From an optimization exercise on the open Yosys and OpenROAD flow, aimed at small area; shortcuts taken in it are not production practice.
Function was checked by simulation only, so behaviour that the tests miss may differ from the original.
No activity file was given, so power comes from the tool's default toggle rates. The flow treats the clock pin as an ideal source, which a real chip does not have.

**flow/flow/run.sh**
```bash
#!/bin/bash
set -euo pipefail
export CTS_ARGS="-sink_clustering_enable -repair_clock_nets -sink_clustering_size 30 -sink_clustering_max_diameter 70 -dont_use_dummy_load"
export BUFFER_PORTS_ARGS="-buffer_cell sky130_fd_sc_hd__buf_1"
bash standard.sh finish > flow.log 2>&1
```
**flow/design.v**
```verilog
`default_nettype none
package arm_lite_pkg;
	localparam int N_LANES = 4;  
	localparam logic [3:0] LR_IDX = 4'd14;
	localparam logic [3:0] OP_AND = 4'b0000;
	localparam logic [3:0] OP_EOR = 4'b0001;
	localparam logic [3:0] OP_SUB = 4'b0010;
	localparam logic [3:0] OP_RSB = 4'b0011;
	localparam logic [3:0] OP_ADD = 4'b0100;
	localparam logic [3:0] OP_CMP = 4'b1010;
	localparam logic [3:0] OP_ORR = 4'b1100;
	localparam logic [3:0] OP_MOV = 4'b1101;
	localparam logic [3:0] OP_BIC = 4'b1110;
	localparam logic [3:0] COND_EQ = 4'h0;
	localparam logic [3:0] COND_NE = 4'h1;
	localparam logic [3:0] COND_CS = 4'h2;
	localparam logic [3:0] COND_CC = 4'h3;
	localparam logic [3:0] COND_MI = 4'h4;
	localparam logic [3:0] COND_PL = 4'h5;
	localparam logic [3:0] COND_VS = 4'h6;
	localparam logic [3:0] COND_VC = 4'h7;
	localparam logic [3:0] COND_HI = 4'h8;
	localparam logic [3:0] COND_LS = 4'h9;
	localparam logic [3:0] COND_GE = 4'hA;
	localparam logic [3:0] COND_LT = 4'hB;
	localparam logic [3:0] COND_GT = 4'hC;
	localparam logic [3:0] COND_LE = 4'hD;
	localparam logic [3:0] COND_AL = 4'hE;
	localparam logic [1:0] CLS_DP = 2'd0;
	localparam logic [1:0] CLS_MUL = 2'd1;
	localparam logic [1:0] CLS_BR = 2'd2;
	localparam logic [1:0] CLS_UNDEF = 2'd3;
	typedef struct packed {
		logic [3:0] cond;
		logic [1:0] fmt;  
		logic imm;
		logic [3:0] opcode;
		logic s;
		logic [3:0] rn;
		logic [3:0] rd;
		logic [3:0] rot;
		logic [3:0] imm_hi;
		logic [3:0] rm;
	} dp_fmt_t;
	typedef struct packed {
		logic [3:0] cond;
		logic [5:0] fmt;  
		logic acc;
		logic s;
		logic [3:0] rd;
		logic [3:0] rn;  
		logic [3:0] rs;
		logic [3:0] tag;  
		logic [3:0] rm;
	} mul_fmt_t;
	typedef struct packed {
		logic [3:0] cond;
		logic [2:0] fmt;  
		logic link;
		logic [23:0] offset;
	} br_fmt_t;
	typedef union packed {
		dp_fmt_t dp;
		mul_fmt_t mul;
		br_fmt_t br;
	} instr_u;
endpackage
`default_nettype wire
`default_nettype none
`timescale 1ns/1ns
module prog_mem (
	input logic clk,
	input logic psel,
	input logic penable,
	input logic pwrite,
	input logic [31:0] paddr,
	input logic [31:0] pwdata,
	output logic [31:0] prdata,
	output logic pready,
	output logic pslverr,
	input logic [5:0] fetch_addr,
	output logic fetch_ok,  
	output logic [31:0] rd_data
);
	logic [1:0] q;
	logic ph;  
	logic pol_a;  
	logic pol_b;  
	logic [31:0][31:0] ma;
	logic [31:0][31:0] mb;
	logic in_range;
	logic wr_acc;
	logic wr_now;
	logic pend;
	logic [4:0] pend_ring;
	logic wen;
	logic [31:0] cap;  
	logic [4:0] wring;
	logic [31:0] wdata;
	assign in_range = (paddr[31:8] == 24'd0);
	assign pready = 1'b1;
	assign pslverr = !in_range;
	assign wr_acc = psel && penable && pwrite && in_range;
	assign wr_now = wr_acc && (paddr[2] != ph);
	assign ph = q[0];
	assign pol_a = q[1] ^ q[0];
	assign pol_b = q[1];
	always_ff @(posedge clk) begin
		q <= q + 2'd1;
		pend <= wr_acc && (paddr[2] == ph);
		pend_ring <= paddr[7:3];
	end
	assign wen = wr_now || pend;
	assign wring = pend ? pend_ring : paddr[7:3];
	assign wdata = pend ? cap : pwdata;  
	for (genvar r = 0; r < 32; r++) begin : g_ring
		logic ins;
		assign ins = wen && wring == 5'(r);
		mem_ring u_ring (
			.clk(clk),
			.ins(ins),
			.keep(!ins),
			.wd(wdata ^ {32{pol_b}}),
			.a(ma[r]),
			.b(mb[r])
		);
	end
	logic apb_port;
	logic [4:0] rring;
	logic ren;
	logic [31:0] a_word;
	logic cap_fetch;
	assign apb_port = psel && (paddr[2] == ph);
	assign rring = apb_port ? paddr[7:3] : fetch_addr[5:1];
	assign ren = !apb_port || in_range;
	logic [31:0] rsel;
	logic [31:0] a_raw;
	always_comb begin
		for (int r = 0; r < 32; r++) rsel[r] = ren && rring == 5'(r);
	end
	mem_rd u_rd (
		.sel(rsel),
		.words(ma),
		.word(a_raw)
	);
	assign a_word = a_raw ^ {32{ren && pol_a}};
	always_ff @(posedge clk) begin
		cap <= wr_acc ? pwdata : a_word;
		cap_fetch <= !apb_port && !wr_acc;
	end
	assign prdata = (paddr[2] == ph) ? a_word : cap;
	assign rd_data = (fetch_addr[0] == ph) ? a_word : cap;
	assign fetch_ok = (fetch_addr[0] == ph) ? !apb_port : cap_fetch;
endmodule
`default_nettype wire
`default_nettype none
module mem_rd (
	input logic [31:0] sel,
	input logic [31:0][31:0] words,
	output logic [31:0] word
);
	always_comb begin
		word = '0;
		for (int r = 0; r < 32; r++) begin
			word = word | ({32{sel[r]}} & words[r]);
		end
	end
endmodule
`default_nettype wire
`default_nettype none
module mem_ring (
	input logic clk,
	input logic ins,
	input logic keep,  
	input logic [31:0] wd,
	output logic [31:0] a,
	output logic [31:0] b
);
	always_ff @(posedge clk) begin
		a <= ~(({32{ins}} | b) & ({32{keep}} | wd));
		b <= a;
	end
endmodule
`default_nettype wire
`default_nettype none
`timescale 1ns/1ns
module reg_file (
	input logic clk,
	input logic clear,
	input logic [3:0] ra,
	input logic [3:0] rb,
	input logic [3:0] rc,
	input logic wr_en,
	input logic [3:0] wr_addr,
	input logic wr_bit,
	output logic a_bit,
	output logic b_bit,
	output logic c_bit
);
	logic [15:0][31:0] regs;
	logic [15:0] lsb;
	always_comb begin
		for (int i = 0; i < 16; i++) lsb[i] = regs[i][0];
	end
	always_ff @(posedge clk) begin
		for (int i = 0; i < 16; i++) begin
			regs[i] <= {(wr_en && wr_addr == 4'(i)) ? wr_bit : (lsb[i] && !clear), regs[i][31:1]};
		end
	end
	assign a_bit = lsb[ra];
	assign b_bit = lsb[rb];
	assign c_bit = lsb[rc];
endmodule
`default_nettype wire
`default_nettype none
`timescale 1ns/1ns
module mul_serial (
	input logic clk,
	input logic [4:0] step,
	input logic a,
	input logic b,
	output logic p
);
	logic first;
	logic [30:0] a_cp;  
	logic [30:0] bsh;  
	logic b0;  
	logic [5:0] carry;
	logic [31:0] term;
	logic [6:0] total;
	assign first = (step == 5'd0);
	always_comb begin
		term[0] = a && (first ? b : b0);
		for (int i = 0; i < 31; i++) begin
			term[i + 1] = (5'(i) < step) && a_cp[i] && (i == 0 ? b : bsh[i - 1]);
		end
	end
	logic [15:0][1:0] c1;
	logic [7:0][2:0] c2;
	logic [3:0][3:0] c3;
	logic [1:0][4:0] c4;
	logic [5:0] c5;
	always_comb begin
		for (int i = 0; i < 16; i++) c1[i] = 2'(term[2 * i]) + 2'(term[2 * i + 1]);
		for (int i = 0; i < 8; i++) c2[i] = 3'(c1[2 * i]) + 3'(c1[2 * i + 1]);
		for (int i = 0; i < 4; i++) c3[i] = 4'(c2[2 * i]) + 4'(c2[2 * i + 1]);
		for (int i = 0; i < 2; i++) c4[i] = 5'(c3[2 * i]) + 5'(c3[2 * i + 1]);
		c5 = 6'(c4[0]) + 6'(c4[1]);
		total = 7'(c5) + 7'(first ? 6'd0 : carry);
	end
	assign p = total[0];
	always_ff @(posedge clk) begin
		for (int i = 0; i < 31; i++) begin
			if (step == 5'(i)) a_cp[i] <= a;
		end
		if (first) b0 <= b;
		bsh <= {bsh[29:0], b};
		carry <= total[6:1];
	end
endmodule
`default_nettype wire
`default_nettype none
`timescale 1ns/1ns
import arm_lite_pkg::*;
module exec_stage (
	input logic clk,
	input logic rst,
	input logic run,
	input logic mem_ok,
	input logic [31:0] mem_word,
	output logic [5:0] fetch_addr,
	output logic retire_valid,
	output logic [3:0] retire_rd,
	output logic [31:0] retire_data,
	output logic [3:0] flags
);
	logic [4:0] step;
	logic first;
	logic last;
	logic clear;
	logic xv;  
	logic [6:0] fpc;  
	logic [31:0] ir;
	assign first = (step == 5'd0);
	assign last = (step == 5'd31);
	logic cond_ok;
	logic is_mul;
	logic is_br;
	logic is_dp;
	logic [3:0] op;
	logic op_ok;
	logic is_cmp;
	logic arith;
	logic inv_y;
	logic rsb;
	logic exec;
	logic we;
	logic [3:0] wrd;
	always_comb begin
		case (ir[31:28])
			COND_EQ: cond_ok = flags[2];
			COND_NE: cond_ok = !flags[2];
			COND_CS: cond_ok = flags[1];
			COND_CC: cond_ok = !flags[1];
			COND_MI: cond_ok = flags[3];
			COND_PL: cond_ok = !flags[3];
			COND_VS: cond_ok = flags[0];
			COND_VC: cond_ok = !flags[0];
			COND_HI: cond_ok = flags[1] && !flags[2];
			COND_LS: cond_ok = !flags[1] || flags[2];
			COND_GE: cond_ok = flags[3] == flags[0];
			COND_LT: cond_ok = flags[3] != flags[0];
			COND_GT: cond_ok = !flags[2] && (flags[3] == flags[0]);
			COND_LE: cond_ok = flags[2] || (flags[3] != flags[0]);
			COND_AL: cond_ok = 1'b1;
			default: cond_ok = 1'b0;
		endcase
	end
	assign op = ir[24:21];
	assign op_ok = (op == OP_AND) || (op == OP_EOR) || (op == OP_SUB) || (op == OP_RSB)
		|| (op == OP_ADD) || (op == OP_CMP) || (op == OP_ORR) || (op == OP_MOV) || (op == OP_BIC);
	assign is_mul = (ir[27:22] == 6'd0) && (ir[7:4] == 4'b1001);
	assign is_br = (ir[27:25] == 3'b101);
	assign is_dp = (ir[27:26] == 2'b00) && op_ok && (ir[25] || ir[11:4] == 8'd0)
		&& (op != OP_CMP || ir[20]);
	assign is_cmp = (op == OP_CMP);
	assign arith = (op == OP_SUB) || (op == OP_RSB) || (op == OP_ADD) || (op == OP_CMP);
	assign rsb = (op == OP_RSB);
	assign inv_y = (op == OP_SUB) || (op == OP_CMP) || (op == OP_RSB);
	assign exec = xv && cond_ok;
	assign we = exec && (is_mul || (is_dp && !is_cmp) || (is_br && ir[24]));
	assign wrd = is_br ? LR_IDX : (is_mul ? ir[19:16] : ir[15:12]);
	logic a_bit;  
	logic m_bit;  
	logic s_bit;  
	logic wbit;
	reg_file u_regs (
		.clk(clk),
		.clear(clear),
		.ra(is_mul ? ir[15:12] : ir[19:16]),
		.rb(ir[3:0]),
		.rc(ir[11:8]),
		.wr_en(we),
		.wr_addr(wrd),
		.wr_bit(wbit),
		.a_bit(a_bit),
		.b_bit(m_bit),
		.c_bit(s_bit)
	);
	logic [4:0] imm_pos;
	logic imm_bit;
	logic op2;
	assign imm_pos = {step[4:1] + ir[11:8], step[0]};
	assign imm_bit = (imm_pos[4:3] == 2'b00) && ir[imm_pos[2:0]];
	assign op2 = ir[25] ? imm_bit : m_bit;
	logic mul_bit;
	mul_serial u_mul (
		.clk(clk),
		.step(step),
		.a(m_bit),
		.b(s_bit),
		.p(mul_bit)
	);
	logic cy;
	logic x;
	logic y;
	logic ci;
	logic sum;
	logic co;
	logic lres;
	logic [31:0] link_word;
	assign x = is_mul ? (ir[21] && a_bit) : (rsb ? op2 : a_bit);
	assign y = is_mul ? mul_bit : (inv_y ^ (rsb ? a_bit : op2));
	assign ci = first ? (!is_mul && inv_y) : cy;
	assign sum = x ^ y ^ ci;
	assign co = (x && y) || (x && ci) || (y && ci);
	always_comb begin
		case (op)
			OP_AND: lres = a_bit && op2;
			OP_EOR: lres = a_bit ^ op2;
			OP_ORR: lres = a_bit || op2;
			OP_MOV: lres = op2;
			default: lres = a_bit && !op2;  
		endcase
	end
	assign link_word = {23'd0, fpc, 2'b00};  
	assign wbit = is_br ? link_word[step] : ((is_mul || arith) ? sum : lres);
	logic nz;
	logic nz_cur;
	assign nz_cur = nz && !first;
	always_ff @(posedge clk) begin
		cy <= co;
		nz <= nz_cur || wbit;
		retire_data <= {wbit, retire_data[31:1]};
	end
	logic [7:0] tsum;
	logic t_in;
	logic [6:0] target;
	logic taken;
	logic fetch;
	assign tsum = {1'b0, fpc} + 8'd1 + {1'b0, ir[6:0]};
	assign t_in = ((ir[23:7] == 17'd0) && (tsum[7:6] == 2'b00))
		|| ((ir[23:7] == 17'h1ffff) && (tsum[7:6] == 2'b10));
	assign target = t_in ? {1'b0, tsum[5:0]} : 7'h40;
	assign taken = exec && is_br;
	assign fetch_addr = fpc[5:0];
	assign fetch = run && !fpc[6] && mem_ok;
	always_ff @(posedge clk) begin
		if (rst) begin
			step <= 5'd0;
			clear <= 1'b1;
			xv <= 1'b0;
			fpc <= 7'd0;
			flags <= 4'd0;
			retire_valid <= 1'b0;
		end else begin
			step <= step + 5'd1;
			retire_valid <= last && we;
			if (step == 5'd16 && taken) fpc <= target;
			if (last) begin
				clear <= 1'b0;
				xv <= fetch;
				if (fetch) fpc <= fpc + 7'd1;
				if (exec && ir[20] && (is_dp || is_mul)) begin
					flags[3] <= wbit;
					flags[2] <= !(nz_cur || wbit);
					if (is_dp) begin
						if (arith) begin
							flags[1] <= co;
							flags[0] <= ci ^ co;
						end else if (ir[25] && ir[11:8] != 4'd0) begin
							flags[1] <= op2;
						end
					end
				end
			end
		end
	end
	always_ff @(posedge clk) begin
		if (last) begin
			retire_rd <= wrd;
			if (fetch) ir <= mem_word;
		end
	end
endmodule
`default_nettype wire
`default_nettype none
`timescale 1ns/1ns
module core_top #(
	parameter int PROG_DEPTH = 64
) (
	input logic clk,
	input logic rst,
	input logic run,
	input logic psel,
	input logic penable,
	input logic pwrite,
	input logic [31:0] paddr,
	input logic [31:0] pwdata,
	output logic [31:0] prdata,
	output logic pready,
	output logic pslverr,
	output logic retire_valid,
	output logic [3:0] retire_rd,
	output logic [31:0] retire_data,
	output logic [3:0] flags
);
	logic [5:0] fetch_addr;
	logic mem_ok;
	logic [31:0] mem_word;
	prog_mem u_prog_mem (
		.clk(clk),
		.psel(psel),
		.penable(penable),
		.pwrite(pwrite),
		.paddr(paddr),
		.pwdata(pwdata),
		.prdata(prdata),
		.pready(pready),
		.pslverr(pslverr),
		.fetch_addr(fetch_addr),
		.fetch_ok(mem_ok),
		.rd_data(mem_word)
	);
	exec_stage u_exec (
		.clk(clk),
		.rst(rst),
		.run(run),
		.mem_ok(mem_ok),
		.mem_word(mem_word),
		.fetch_addr(fetch_addr),
		.retire_valid(retire_valid),
		.retire_rd(retire_rd),
		.retire_data(retire_data),
		.flags(flags)
	);
endmodule
`default_nettype wire
```
**flow/standard.sh**
```bash
#!/bin/bash
# synth_recipe.tcl (not shown) runs the flow's synth.tcl, then flattens the netlist and writes it again
# the make line also repeats each setting of config.mk as NAME=value (left out here)
make -C /OpenROAD-flow-scripts/flow DESIGN_CONFIG=/design/flow/config.mk WORK_HOME=/design/flow/orfs CLKGATE_MAP_FILE= SYNTH_SCRIPT=/design/flow/synth_recipe.tcl "${@:-finish}"
```
**flow/config.mk**
```make
export PLATFORM = sky130hd
export DESIGN_NAME = core_top
export DESIGN_NICKNAME = core_top
export VERILOG_FILES = /design/flow/design.v
export SDC_FILE = /design/flow/constraint.sdc
export NUM_CORES = 4
export LEC_CHECK = 0
export CAP_MARGIN = 10
export CORE_MARGIN = 2
export CORE_UTILIZATION = 75
export CTS_CLUSTER_DIAMETER = 70
export CTS_CLUSTER_SIZE = 30
export SLEW_MARGIN = 10
export SYNTH_HIERARCHICAL = 1
```
**flow/constraint.sdc**
```tcl
create_clock -name core_clock -period 10.0 [get_ports {clk}]
set_input_delay 2.0000 -clock core_clock [delete_from_list [all_inputs] [get_ports {clk}]]
set_output_delay 2.0000 -clock core_clock [all_outputs]
set_load 0.01 [all_outputs]
```
==> impl.org, run 1 <==
** Outcome
- The run finished with no timing, DRC or antenna violations.

** Critical path
- Required time of the critical path :: 8.00 ns
- Delay contributed by the slowest stage of the critical path :: 1.21 ns
- The critical path goes through buf_1 > nor4_1 > nand4_2 > o21a_1 > nor4_2 > buf_4 > a22oi_1 > nand4_1 > or4_1 > xnor2_1 > o21ai_0 > buf_1.
- Among cell families on the critical path, the largest total delay comes from simple AND/OR/NAND/NOR gates.
- STA classifies the critical path startpoint as a primary input.
- Setup crit end kind :: output pin
- Max FO, Critical Path :: 25
- Data arrives at the worst endpoint at 6.87 ns.
- The cell that appears most often on the critical path is sky130_fd_sc_hd__buf_1.
- On the critical path, the stage with the largest delay is an instance of sky130_fd_sc_hd__nor4_2.
- Total buffers and inverters traversed by the critical path :: 3
- The worst setup path is of the in -> out kind.

** Power
- In this run the static leakage power is 30.9 nW.
- The worst-case IR drop observed on VDD is 163 uV.
- Overall Power :: 16.8 mW
- Dividing total power by cell area gives a power density of 206 mW/mm^2.

** Timing
- Unrepaired setup endpoints after global routing :: no
- For the pin with the worst max-slew slack, the measured transition is 1.32 ns.
- Derived from the worst setup path, the maximum achievable clock frequency is 113 MHz.
- Final TNS setup :: 0 ns
- On the final layout, the worst clock skew is 0.0897 ns.
- Setup slack on the critical path of the routed design comes to 1.13 ns.
- Setup violations remaining at the end of the flow were counted as 0.
- Crit share post-route :: 88.7%
- Max-slew violation count :: 0
- Number of endpoints with negative hold slack in the final report :: 0
- Post-layout minimum cycle time :: 8.87 ns
- Worst slew margin relative to its limit :: 11.4%
- On the final layout, the worst hold slack is 0.257 ns.

** CTS
- Post-CTS timing repair inserted 0 buffers for setup.
- CTS placed an instance of sky130_fd_sc_hd__clkbuf_16 at the clock tree root.
- Clock insertion delay at the later pin of the skew report :: 0.76 ns
- The number of hold buffers added after CTS was 0.
- CTS tree :: yes
- H-tree depth :: 3
- The number of gates resized after CTS was 0.
- Number of buffers on the longest clock path :: 3
- Clock Sink Count :: 2,758
- After clock tree synthesis, the clock-pin slew on the worst setup and hold paths is 0.10 ns.
- In this run, CTS created clock tree buffers numbering 107.

** Place
- Global placer's final weighted congestion :: 0.958
- Number of I/O port buffers :: 141
- Cell count after placement :: 7,233
- Timing analysis after detailed placement gives a worst setup slack of 1.42 ns.
- Half-perimeter wire length after placement :: 126 mm
- After detailed placement, the total cell area comes to 0.0788 sq mm.

** Logic synthesis
- Synthesis produced a netlist whose cell count is 5,953.
- Yosys reg bits :: 2,758
- In this run the cell area of the synthesized design comes to 0.0773 sq mm.
- For this run, the leading register cell type out of synthesis is sky130_fd_sc_hd__dfxtp_1.
- Summed over all instances, the cell type with the most area after synthesis is sky130_fd_sc_hd__dfxtp_1.
- Ranked by total cell area, the synthesized netlist is headed by sky130_fd_sc_hd__dfxtp_1 (70%), sky130_fd_sc_hd__o22ai_1 (8.3%), sky130_fd_sc_hd__a22oi_1 (5.0%), sky130_fd_sc_hd__edfxtp_1 (2.6%), sky130_fd_sc_hd__buf_6 (1.6%).
- Synthesized netlist net count :: 6,081
- Avg Synthesized Cell Area :: 13.0 sq um
- Share of synthesized area occupied by flip-flops and latches :: 72.3%
- Yosys warning total :: 12
- Counting distinct cell types in the post-synthesis netlist gives 92.
- Async set-reset flop share out of synthesis :: 0%
- Fraction of synthesized cell area taken by the top area cell type :: 69.6%
- Yosys mapped a number of flops with a built-in enable equal to 67.

** Global routing
- Summed over all layers, the global routing overflow is 0.
- Tot GR Track Use :: 40.5%
- The first global-routing pass estimated 321 mm of wire.
- The initial antenna violation count is 30.
- Largest net degree at the start of global routing :: 67
- The via count of the first global-routing pass was 50.1k.

** Layout
- Commonest non-fill, non-tap cell in the layout :: sky130_fd_sc_hd__dfxtp_1
- Once layout is done, the placed cells without fillers occupy 0.0815 sq mm.
- Fill cells :: 6,086
- Leading cell types in the layout, fill and taps excluded :: sky130_fd_sc_hd__dfxtp_1 (2,689), sky130_fd_sc_hd__o22ai_1 (1,028), sky130_fd_sc_hd__a22oi_1 (514)
- Layout cell share with drive strength beyond 1 :: 7.00%
- The count of cells in the finished layout, fillers not included, comes to 7,350.
- Number of nets in the final layout :: 6,102
- Area growth, synth to finish :: 5.39%
- Core Util, Final :: 79.9%

** Floorplan
- IO Count :: 145
- The die covers 0.106 sq mm.
- Initial Util :: 75.8%
- Die outline height :: 325 um
- The floorplan step defined a core boundary enclosing 0.102 sq mm.
- In this run the horizontal extent of the chip is 325 um.
- The floorplan has 117 rows.

** Min path
- Hold Path Class :: reg -> reg

** Run
- Number of violations of the max-capacitance limit :: 0

** Drt
- # DRC :: 0
- Detailed-routing iteration count for the pre-antenna-repair pass :: 8
- Via-per-instance ratio :: 6.92
- After detailed routing, the average wire length per cell comes to 29.9 um.
- The count of nets left with antenna violations once routing finished came out at 0.
- Vias after detailed routing :: 50.8k
- For this block, the initial DRC count from the detailed router was 6,079.
- Wires add up to 220 mm.
==> worst paths after layout <==
kind                            from                      end  slack (ns)  cells past startpoint
max                        paddr[27]               prdata[17]        1.13                     12
min          u_exec.u_regs.regs[445]  u_exec.u_regs.regs[444]        0.26                      0
max reg2reg             u_exec.ir[0]   u_exec.u_regs.regs[63]        1.70                     21
min reg2reg  u_exec.u_regs.regs[445]  u_exec.u_regs.regs[444]        0.26                      0
==> registers in the layout, indices dropped and copies added (netlist names), 2 cells and up <==
name and count:
u_prog_mem.cap 32, u_exec.fpc 7, u_exec.u_mul.a_cp 31, u_exec.retire_data 32, u_exec.u_mul.carry 6, u_prog_mem.pend_ring 5
u_exec.ir 32, u_prog_mem.g_ring.u_ring.b 1024, u_exec.retire_rd 4, u_prog_mem.q 2, u_exec.step 5, u_exec.flags 4
u_exec.u_regs.regs 512, u_exec.u_mul.bsh 30, u_prog_mem.g_ring.u_ring.a 1024
==> Yosys stat by module (local to each module, per instance), a selection <==
module / cells inside / copies in the design
prog_mem: 650 / 1
mul_serial: 294 / 1
mem_rd: 768 / 1
reg_file: 592 / 1
mem_ring: 102 / 32
exec_stage: 385 / 1
==> cells in the mapped netlist, drive strengths merged, types with 11 or more instances <==
library cell,n
dfxtp,2691
o22ai,1030
a22oi,514
buf,278
nand2,170
nor2,143
nand4,141
xnor2,109
clkbuf,95
o21ai,95
edfxtp,67
a21oi,59
inv,51
mux2i,50
nor3,44
a211oi,38
nand3,35
or4,33
fa,29
ha,29
nor2b,21
mux2,19
nor4,19
mux4,12
nand3b,12
nor3b,12
and2b,11
and3,11
nand2b,11
==> cell families after synthesis <==
group | after synthesis | synth area share (%)
other cells | 1 | 0.00485
fa+ha+maj | 58 | 1.22
simple gates | 702 | 4.79
xor+xnor | 116 | 1.31
mux | 81 | 1.33
buf+inv | 425 | 3.47
compound gates | 1812 | 15.6
flops | 2758 | 72.3
==> metal layers <==
| metal | GRT usage, % | wire [um] | up-vias |
|---|---|---|---|
| met5 | 0 | 214 | - |
| met4 | 22.8 | 14200 | 34 |
| met3 | 11.5 | 25600 | 682 |
| met2 | 60.5 | 95000 | 3089 |
| met1 | 53.3 | 85000 | 25154 |
| li1 | - | - | 21883 |
==> power breakdown <==
group	internal, mW	total [mW]	switching, mW
Combinational	0.181	0.587	0.406
Clock	1.92	5.04	3.12
Sequential	11.1	11.2	0.0476
==> layout make-up <==
cell class / count / area [sq um] / area share (%)
Antenna cell: 10 / 25.0 / 0.0307
Clock buffer: 107 / 2680 / 3.28
Inverter: 52 / 195 / 0.239
Multi-Input combinational cell: 2770 / 19400 / 23.8
Sequential cell: 2758 / 55900 / 68.6
Tap cell: 1368 / 1710 / 2.10
Timing Repair Buffer: 285 / 1610 / 1.98
==> run 2: changes to the inputs <==
--- a/flow/config.mk
+++ b/flow/config.mk
@@ -7,3 +7,3 @@
 export LEC_CHECK = 0
-export CAP_MARGIN = 10
+export CAP_MARGIN = 5
 export CORE_MARGIN = 2
@@ -12,3 +12,3 @@
 export CTS_CLUSTER_SIZE = 30
-export SLEW_MARGIN = 10
+export SLEW_MARGIN = 5
 export SYNTH_HIERARCHICAL = 1
==> run 2 against run 1 <==
  * Still clean on timing, DRC and antenna
  * Final cell count hardly changed
  * Sequential cell count unchanged
  * Count of clock-buffer cells in the layout rose by 1
  * Critical path depth is the same
  * Power about the same
  * Sequential share of layout area is essentially flat
  * Clock power about the same
  * Die area did not move
  * Worst setup slack gained 0.12 ns
  * Area after synthesis unchanged
==> impl.org, run 2 <==
** Global routing
- Aggregate global routing overflow :: 0
- Largest net degree at the start of global routing :: 67
- Number of antenna violations at the first check in global routing :: 39
- The via count of the first global-routing pass was 50.3k.
- Global routing used 40.6% of the available tracks across all layers.
- Global-route wire length before repair :: 321 mm

** Power
- Switching share of total power :: 21.2%
- Dividing total power by cell area gives a power density of 206 mW/mm^2.
- Summed over all nets, the switching power comes to 3.57 mW.
- Peak VDD IR :: 190 uV
- Combinational cells account for 3.5% of the total power.
- Internal power comes to 13.3 mW.
- For this design the static power due to leakage is 30.9 nW.
- Power share of the clock group :: 30.1%
- Share of power burned in registers :: 66.5%

** Timing
- On the final layout, the worst clock skew is 0.0974 ns.
- Setup repair after global routing left no endpoint under its margin.
- Post-layout minimum cycle time :: 8.76 ns
- Of the available clock period, the critical path in the final layout requires 87.6%.
- For the pin with the worst max-slew slack, the measured transition is 1.32 ns.
- Final TNS setup :: 0 ns
- The total count of hold-check failures in the final report was 0.
- Final setup viols :: 0
- Worst slew margin relative to its limit :: 11.4%
- For this run, the top clock speed supported by timing is 114 MHz.
- Max-slew violation count :: 0

** Floorplan
- Row generation in the floorplan step produced 117 rows.
- Initial Util :: 75.8%
- Pin placement for this block handled 145 I/O pins.
- The die covers 0.106 sq mm.
- The die is 325 um wide.
- Die outline height :: 325 um
- The region available for standard cell placement spans 0.102 sq mm.

** Critical path
- STA puts the critical path data arrival time at 6.76 ns.
- For this run, the slowest stage of the critical path takes 1.14 ns.
- Cell repeated most along the worst path :: sky130_fd_sc_hd__buf_1
- Along the worst path, the maximum fanout reaches 25.
- Traced cell by cell, the critical path runs through buf_1 > nor4_1 > nand4_2 > o21a_1 > nor4_2 > buf_4 > a22oi_1 > nand4_1 > or4_1 > xnor2_1 > o21ai_0 > buf_1.
- Category of the worst setup path launch point :: primary input
- Setup crit end kind :: output pin
- The setup path with the least slack is of type in -> out.
- STA puts the critical path data required time at 8.00 ns.
- On the critical path, the stage with the largest delay is an instance of sky130_fd_sc_hd__nor4_2.

** Outcome
- Status :: finished clean

** CTS
- CTS placed an instance of sky130_fd_sc_hd__clkbuf_16 at the clock tree root.
- Buffers inserted by post-CTS timing repair :: 0
- For the worst-skew pair, the clock arrives at the later sink with an insertion delay of 0.75 ns.
- After clock tree synthesis, the clock-pin slew on the worst setup and hold paths is 0.11 ns.
- Clock buffers created by TritonCTS :: 108
- Number of buffers on the longest clock path :: 3
- H-tree depth :: 3
- Gates resized during post-CTS repair numbered 0.
- The clock net in this run drives a total of 2,758 sinks.
- For this design, the CTS-stage hold fixing added 0 buffers.
- TritonCTS built the clock tree.

** Layout
- Commonest non-fill, non-tap cell in the layout :: sky130_fd_sc_hd__dfxtp_1
- Fill cells :: 6,035
- The largest registers in the layout are u_prog_mem.g_ring.u_ring.a: 1024 flops, u_prog_mem.g_ring.u_ring.b: 1024 flops, u_exec.u_regs.regs: 512 flops.
- The finished layout holds 7,348 standard cells, fillers aside.
- Layout cell share with drive strength beyond 1 :: 7.03%
- From synthesis to final layout, the design area changed by 5.41%.
- Leading cell types in the layout, fill and taps excluded :: sky130_fd_sc_hd__dfxtp_1 (2,689), sky130_fd_sc_hd__o22ai_1 (1,028), sky130_fd_sc_hd__a22oi_1 (514)
- Number of nets in the final layout :: 6,104
- The finished cells cover 0.0815 sq mm.

** Logic synthesis
- Counting flops with a built-in enable in the synthesized netlist gives 67.
- Share of synthesized area occupied by flip-flops and latches :: 72.3%
- The Yosys step of the flow raised 12 warnings.
- Synthesis produced a netlist whose cell count is 5,953.
- After Yosys synthesis, full adders, half adders and majority gates account for 1.22% of the synthesized area.
- In this run the mean area of a mapped cell was 13.0 sq um.
- In this run, synthesis produced a sequential element count of 2,758.
- Simple logic cell fraction of the synthesized area :: 4.79%
- Among all flip-flop cells after synthesis, the most frequent one is sky130_fd_sc_hd__dfxtp_1.
- Netlist cell types :: 92
- Among all cell types in the netlist, the one instantiated most often is sky130_fd_sc_hd__dfxtp_1.
- Synth area leaders :: sky130_fd_sc_hd__dfxtp_1 (70%), sky130_fd_sc_hd__o22ai_1 (8.3%), sky130_fd_sc_hd__a22oi_1 (5.0%), sky130_fd_sc_hd__edfxtp_1 (2.6%), sky130_fd_sc_hd__buf_6 (1.6%)
- After synthesis, the largest family of logic cells by area is compound AO/OA/AOI/OAI gates.
- Counting instances in the post-synthesis netlist gives the leading cell types as sky130_fd_sc_hd__dfxtp_1 (2,691), sky130_fd_sc_hd__o22ai_1 (1,028), sky130_fd_sc_hd__a22oi_1 (514).
- Share of cell area taken by muxes after synthesis :: 1.33%
- Area fraction in compound gates after synthesis :: 15.6%
- Summed over all instances, the cell type with the most area after synthesis is sky130_fd_sc_hd__dfxtp_1.
- Fraction of synthesized cell area taken by the top area cell type :: 69.6%
- In the synthesized netlist the async set-or-reset flop fraction comes to 0%.
- Synthesized netlist net count :: 6,081
- Synth Cell Area :: 0.0773 sq mm
- Of the total synthesized cell area, the portion taken by XOR and XNOR cells is 1.31%.

** Place
- Global placer's final weighted congestion :: 0.958
- The count of buffers added on input and output ports is 141.
- Cell count after placement :: 7,234
- Cell area after placement :: 0.0788 sq mm
- Detailed placement finished with a half-perimeter wire length of 126 mm.

** Drt
- Detailed routing inserted a total of 50.9k vias.
- # DRC :: 0
- Wires add up to 220 mm.
- After detailed routing, the number of vias per cell comes to 6.93.
- The first routing iteration left 6,402 violations.
- Post-detailed-route count of antenna-violating nets :: 0
- In the final routed layout, each cell accounts on average for 30.0 um.
- Detailed-routing iteration count for the pre-antenna-repair pass :: 8

** Min path
- The path class of the tightest hold or removal check is reg -> reg.

** Run
- Number of violations of the max-capacitance limit :: 0
-- run 2: cell count changes in the layout (fill, tap and decap cells not counted) --
cell	before	now
sky130_fd_sc_hd__xnor2_2	31	32
sky130_fd_sc_hd__diode_2	10	6
sky130_fd_sc_hd__clkbuf_16	107	108
sky130_fd_sc_hd__xnor2_4	1	0
sky130_fd_sc_hd__buf_6	0	1
-- run 2: layout make-up --
cell class                 instances  area [sq um]  area share [%]
antenna                            6          15.0          0.0184
clock buffer                     108          2700            3.31
inverter                          52           195           0.239
multi-input combinational       2770         19400            23.8
sequential                      2758         55900            68.5
tap                             1368          1710            2.10
timing repair buffer             286          1620            1.99
-- run 2: final timing paths --
kind	from	to	slack [ns]	depth (start not counted)
hold reg to reg	u_exec.u_regs.regs[309]	u_exec.u_regs.regs[308]	0.26	0
setup / recovery	paddr[27]	prdata[20]	1.24	12
setup reg to reg	u_exec.ir[8]	u_exec.u_regs.regs[159]	1.75	22
hold / removal	u_exec.u_regs.regs[309]	u_exec.u_regs.regs[308]	0.26	0
-- run 2: critical path, delay by kind of cell --
family / cells / cell delay, ns
AND/OR/NAND/NOR: 5 / 2.62
buffers and inverters: 3 / 0.85
XOR/XNOR: 1 / 0.12
AO/OA/AOI/OAI: 3 / 1.15
-- run 2: metal layers --
layer | vias up | track usage [%] | part of all wire, %
met5 | - | 0 | 0.14
met4 | 54 | 24.0 | 6.7
li1 | 21890 | - | -
met3 | 701 | 12.3 | 12
met1 | 25176 | 52.9 | 38
met2 | 3100 | 60.1 | 43
-- run 2: through the flow --
stage               setup slack, ns  total power [mW]  hold WS (ns)  util [%]
floorplan                      2.79              11.7         0.310         -
global placement               1.52              12.0         0.309      77.2
detailed placement             1.46              12.0         0.312      77.2
CTS                            1.52              16.8         0.254      79.9
global route                   1.22              17.2         0.256      79.9
finish                         1.24              16.8         0.257      79.9
-- run 2: power groups by stage --
stage,Sequential (mW),Clock [mW],Combinational [mW]
floorplan,11.4,0,0.307
global placement,11.4,0,0.543
global route,11.2,5.43,0.605
CTS,11.2,5.04,0.559
finish,11.2,5.05,0.585
detailed placement,11.4,0,0.556
-- run 2: logic make-up (layout without fill, tap and decap cells) --
| kind of cell | after synthesis | after routing |
|---|---|---|
| AO/OA/AOI/OAI | 1812 | 1812 |
| XOR/XNOR | 116 | 116 |
| adder cells (fa/ha/maj) | 58 | 58 |
| buffers and inverters | 425 | 446 |
| flip-flops | 2758 | 2758 |
| multiplexers | 81 | 81 |
| other | 1 | 7 |
| AND/OR/NAND/NOR | 702 | 702 |
-- run 2: modules after synthesis (local to each module, per instance), a selection --
module / cell area [sq um] / times used
mem_ring: 1530 / 32
mul_serial: 3360 / 1
prog_mem: 4430 / 1
mem_rd: 5380 / 1
reg_file: 11100 / 1
exec_stage: 4110 / 1
==> run 3: changes to the inputs <==
==> flow/flow/run.sh (replaced) <==
#!/bin/bash
set -euo pipefail
export CTS_ARGS="-sink_clustering_enable -repair_clock_nets -sink_clustering_size 30 -sink_clustering_max_diameter 70 -dont_use_dummy_load -tree_buf sky130_fd_sc_hd__clkbuf_8"
export BUFFER_PORTS_ARGS="-buffer_cell sky130_fd_sc_hd__buf_1"
bash standard.sh finish > flow.log 2>&1
--- a/flow/config.mk
+++ b/flow/config.mk
@@ -7,3 +7,3 @@
 export LEC_CHECK = 0
-export CAP_MARGIN = 5
+export CAP_MARGIN = 10
 export CORE_MARGIN = 2
@@ -12,3 +12,3 @@
 export CTS_CLUSTER_SIZE = 30
-export SLEW_MARGIN = 5
+export SLEW_MARGIN = 10
 export SYNTH_HIERARCHICAL = 1
==> run 3 against run 2 <==
  * Still clean on timing, DRC and antenna
  * Hold slack hardly changed
  * Critical path depth stayed put
  * Die area is the same
  * Critical path type unchanged
  * Area after synthesis did not move
==> impl.org, run 3 <==
** Outcome
- Status :: finished clean

** Timing
- Based on the critical path, the design can be clocked at up to 113 MHz.
- Unrepaired setup endpoints after global routing :: no
- Setup violations remaining at the end of the flow were counted as 0.
- Number of endpoints with negative hold slack in the final report :: 0
- Worst slew margin relative to its limit :: 11.4%
- Adding up every negative setup slack in the final design gives 0 ns.
- Between clock sinks in the finished design, the worst skew comes to 0.0897 ns.
- Post-layout minimum cycle time :: 8.87 ns
- Tightest Pin Transition :: 1.32 ns
- Tightest hold margin :: 0.257 ns
- Crit share post-route :: 88.7%
- Max-slew violation count :: 0

** Logic synthesis
- Commonest cells in the synthesized netlist :: sky130_fd_sc_hd__dfxtp_1 (2,691), sky130_fd_sc_hd__o22ai_1 (1,028), sky130_fd_sc_hd__a22oi_1 (514)
- Synth Cell Area :: 0.0773 sq mm
- For this run, asynchronously set or reset flops after synthesis account for 0%.
- Avg Synthesized Cell Area :: 13.0 sq um
- Yosys reg bits :: 2,758
- Most used standard cell by instance count after synthesis :: sky130_fd_sc_hd__dfxtp_1
- Post-synthesis cell type with the largest combined area :: sky130_fd_sc_hd__dfxtp_1
- Number of flops mapped to enable cells by yosys :: 67
- Synth area leaders :: sky130_fd_sc_hd__dfxtp_1 (70%), sky130_fd_sc_hd__o22ai_1 (8.3%), sky130_fd_sc_hd__a22oi_1 (5.0%), sky130_fd_sc_hd__edfxtp_1 (2.6%), sky130_fd_sc_hd__buf_6 (1.6%)
- The share of synthesized area in the top cell type comes to 69.6%.
- The Yosys step of the flow raised 12 warnings.
- Synthesized netlist net count :: 6,081
- Primary flip-flop cell chosen by synthesis mapping :: sky130_fd_sc_hd__dfxtp_1
- Netlist cell types :: 92
- In the synthesized netlist, the number of instances is 5,953.
- Share of synthesized area occupied by flip-flops and latches :: 72.3%

** Min path
- The worst hold path belongs to the class reg -> reg.

** Floorplan
- Core Area :: 0.102 sq mm
- The floorplan step set the die width to 325 um.
- The floorplan has 117 rows.
- The die is 325 um tall.
- IO Count :: 145
- The die covers 0.106 sq mm.
- For this configuration, the core starts out at a cell density of 75.8%.

** Critical path
- Category of the worst setup path launch point :: primary input
- For the worst setup path, the data arrival time is 6.87 ns.
- At the worst endpoint, the required time is 8.00 ns.
- Category of the most critical setup path :: in -> out
- Max FO, Critical Path :: 25
- Setup crit end kind :: output pin

** CTS
- Clock Sink Count :: 2,758
- In this run the number of H-tree levels came out at 3.
- The number of hold buffers added after CTS was 0.
- TritonCTS built the clock tree.
- Clock transition at the registers of the reported paths :: 0.10 ns
- The number of clock buffers added by TritonCTS is 107.
- Clock insertion delay at the later pin of the skew report :: 0.76 ns
- The clock passes through at most 3 buffers.
- In this run, post-CTS repair resized a total of 0 instances.
- Buffers added to address setup during post-CTS repair amount to 0.
- Master cell of the clock root buffer :: sky130_fd_sc_hd__clkbuf_16

** Place
- Detailed placement ended at an HPWL of 126 mm.
- Global placer's final weighted congestion :: 0.958
- During placement, the flow inserted port buffers numbering 141.
- Once placement completed, the tool counted placed cells totaling 7,233.

** Global routing
- The first global-routing pass estimated 321 mm of wire.
- Number of antenna violations at the first check in global routing :: 30
- Global routing consumed, over all layers together, 40.5% of the routing resources.
- Number of global-route vias before repair :: 50.1k
- Entering global routing, the biggest net connects 67 pins.
- The total overflow left after global routing is 0.

** Drt
- Before antenna repair, the detailed router went through 8 iterations.
- After the first detailed-routing iteration, the DRC count stood at 6,079.
- Via-per-instance ratio :: 6.92
- The final layout contains routed wiring with a total length of 220 mm.
- # DRC :: 0
- WL/cell :: 29.9 um
- The routed layout has 50.8k vias.
- Once detail routing completed, the nets flagged for antenna violations numbered 0.

** Layout
- In the final layout, the registers with the most flip-flops are u_prog_mem.g_ring.u_ring.a: 1024 flops, u_prog_mem.g_ring.u_ring.b: 1024 flops, u_exec.u_regs.regs: 512 flops.
- Number of nets in the final layout :: 6,102
- After filler insertion, the fill cell instance count of the layout stands at 6,086.
- After the flow finishes, the layout carries non-filler instances totaling 7,350.
- Core Util, Final :: 79.9%
- Leading cell types in the layout, fill and taps excluded :: sky130_fd_sc_hd__dfxtp_1 (2,689), sky130_fd_sc_hd__o22ai_1 (1,028), sky130_fd_sc_hd__a22oi_1 (514)
- Relative to the synthesized area, the layout overhead comes to 5.39%.
- Layout cell share with drive strength beyond 1 :: 7.00%
- Multi-input logic area :: 0.0194 sq mm
- Total area of sequential cells :: 0.0559 sq mm
- Commonest non-fill, non-tap cell in the layout :: sky130_fd_sc_hd__dfxtp_1

** Power
- Power spread over the standard cell area amounts to 206 mW/mm^2.
- IR analysis of the VDD net gives a maximum drop of 163 uV.
- Static Leak :: 30.9 nW

** Run
- Number of violations of the max-capacitance limit :: 0
[run 3: layer usage]
layer / up-vias / part of all wire [%] / GRT usage, % / wire, um
li1: 21883 / - / - / -
met5: - / 0.097 / 0 / 214
met3: 682 / 12 / 11.5 / 25600
met1: 25154 / 39 / 53.3 / 85000
met4: 34 / 6.5 / 22.8 / 14200
met2: 3089 / 43 / 60.5 / 95000
[run 3: through the flow]
step | power [mW] | cell area, sq um | worst slack, ns
after global routing | 17.2 | 81500 | 1.07
after global placement | 12.0 | 78800 | 1.52
after CTS | 16.8 | 81500 | 1.42
final | 16.8 | 81500 | 1.13
after floorplan | 11.7 | 77300 | 2.79
after detailed placement | 12.0 | 78800 | 1.42
[run 3: final timing paths]
check | start | end | slack [ns] | depth (start not counted)
worst max register to register | u_exec.ir[0] | u_exec.u_regs.regs[63] | 1.70 | 21
worst min register to register | u_exec.u_regs.regs[445] | u_exec.u_regs.regs[444] | 0.26 | 0
worst max-delay path | paddr[27] | prdata[17] | 1.13 | 12
worst min-delay path | u_exec.u_regs.regs[445] | u_exec.u_regs.regs[444] | 0.26 | 0
[run 3: Yosys stat by module, one instance, submodules excluded, a selection]
module / cells / cell area, sq um / flip-flops and latches / times used
mul_serial: 294 / 3360 / 68 / 1
mem_ring: 102 / 1530 / 64 / 32
mem_rd: 768 / 5380 / 0 / 1
exec_stage: 385 / 4110 / 89 / 1
reg_file: 592 / 11100 / 512 / 1
prog_mem: 650 / 4430 / 41 / 1
[run 3: report_power, final]
part | leakage (nW) | internal (mW) | switching [mW]
Clock | 1.32 | 1.92 | 3.12
Sequential | 22.9 | 11.1 | 0.0476
Combinational | 6.71 | 0.181 | 0.406
Total | 30.9 | 13.2 | 3.57
[run 3: layout make-up]
| type | count | area share (%) |
|---|---|---|
| diodes | 10 | 0.0307 |
| clock buffers | 107 | 3.28 |
| inverters | 52 | 0.239 |
| multi-input cells | 2770 | 23.8 |
| flip-flops and latches | 2758 | 68.6 |
| well taps | 1368 | 2.10 |
| repair buffers | 285 | 1.98 |
[run 3: cell families after synthesis]
logic type | Yosys count | synth area share [%]
adder cells (fa/ha/maj) | 58 | 1.22
AND/OR/NAND/NOR | 702 | 4.79
flip-flops | 2758 | 72.3
buffers and inverters | 425 | 3.47
XOR/XNOR | 116 | 1.31
multiplexers | 81 | 1.33
AO/OA/AOI/OAI | 1812 | 15.6
other | 1 | 0.00485
[run 3: worst max-delay path, cell delays in order]
cell,delay [ns]
sky130_fd_sc_hd__buf_1,0.07
sky130_fd_sc_hd__nor4_1,0.39
sky130_fd_sc_hd__nand4_2,0.38
sky130_fd_sc_hd__o21a_1,0.54
sky130_fd_sc_hd__nor4_2,1.21
sky130_fd_sc_hd__buf_4,0.56
sky130_fd_sc_hd__a22oi_1,0.16
sky130_fd_sc_hd__nand4_1,0.38
sky130_fd_sc_hd__or4_1,0.33
sky130_fd_sc_hd__xnor2_1,0.11
sky130_fd_sc_hd__o21ai_0,0.51
sky130_fd_sc_hd__buf_1,0.21

[what the ideal ports hide]
The flow's constraints put no driver on any port. The routed layouts listed below were extracted and timed again, unchanged, in two steps.
Step 1 assumes that a clkbuf_16 drives the clock port and a buf_2 every other input.
Step 2, shift: input delay + t, output delay - t, t = (earliest + latest rising clock arrival at the registers) / 2. This alone moves slack from input paths to output paths.
Slacks: no drivers / after step 1 / after step 2; pairs: no drivers / after step 1.
| run | shift t [ns] | slack for setup (ns) | worst data-port slew with drivers (ns) |
|---|---|---|---|
| run 1 | 0.799 | 1.128 / 1.100 / 1.100 | 0.16 |
| run 2 | 0.780 | 1.243 / 1.219 / 1.219 | 0.16 |
| run 3 | 0.799 | 1.128 / 1.100 / 1.100 | 0.16 |
After both steps setup and hold are still met in every run listed.
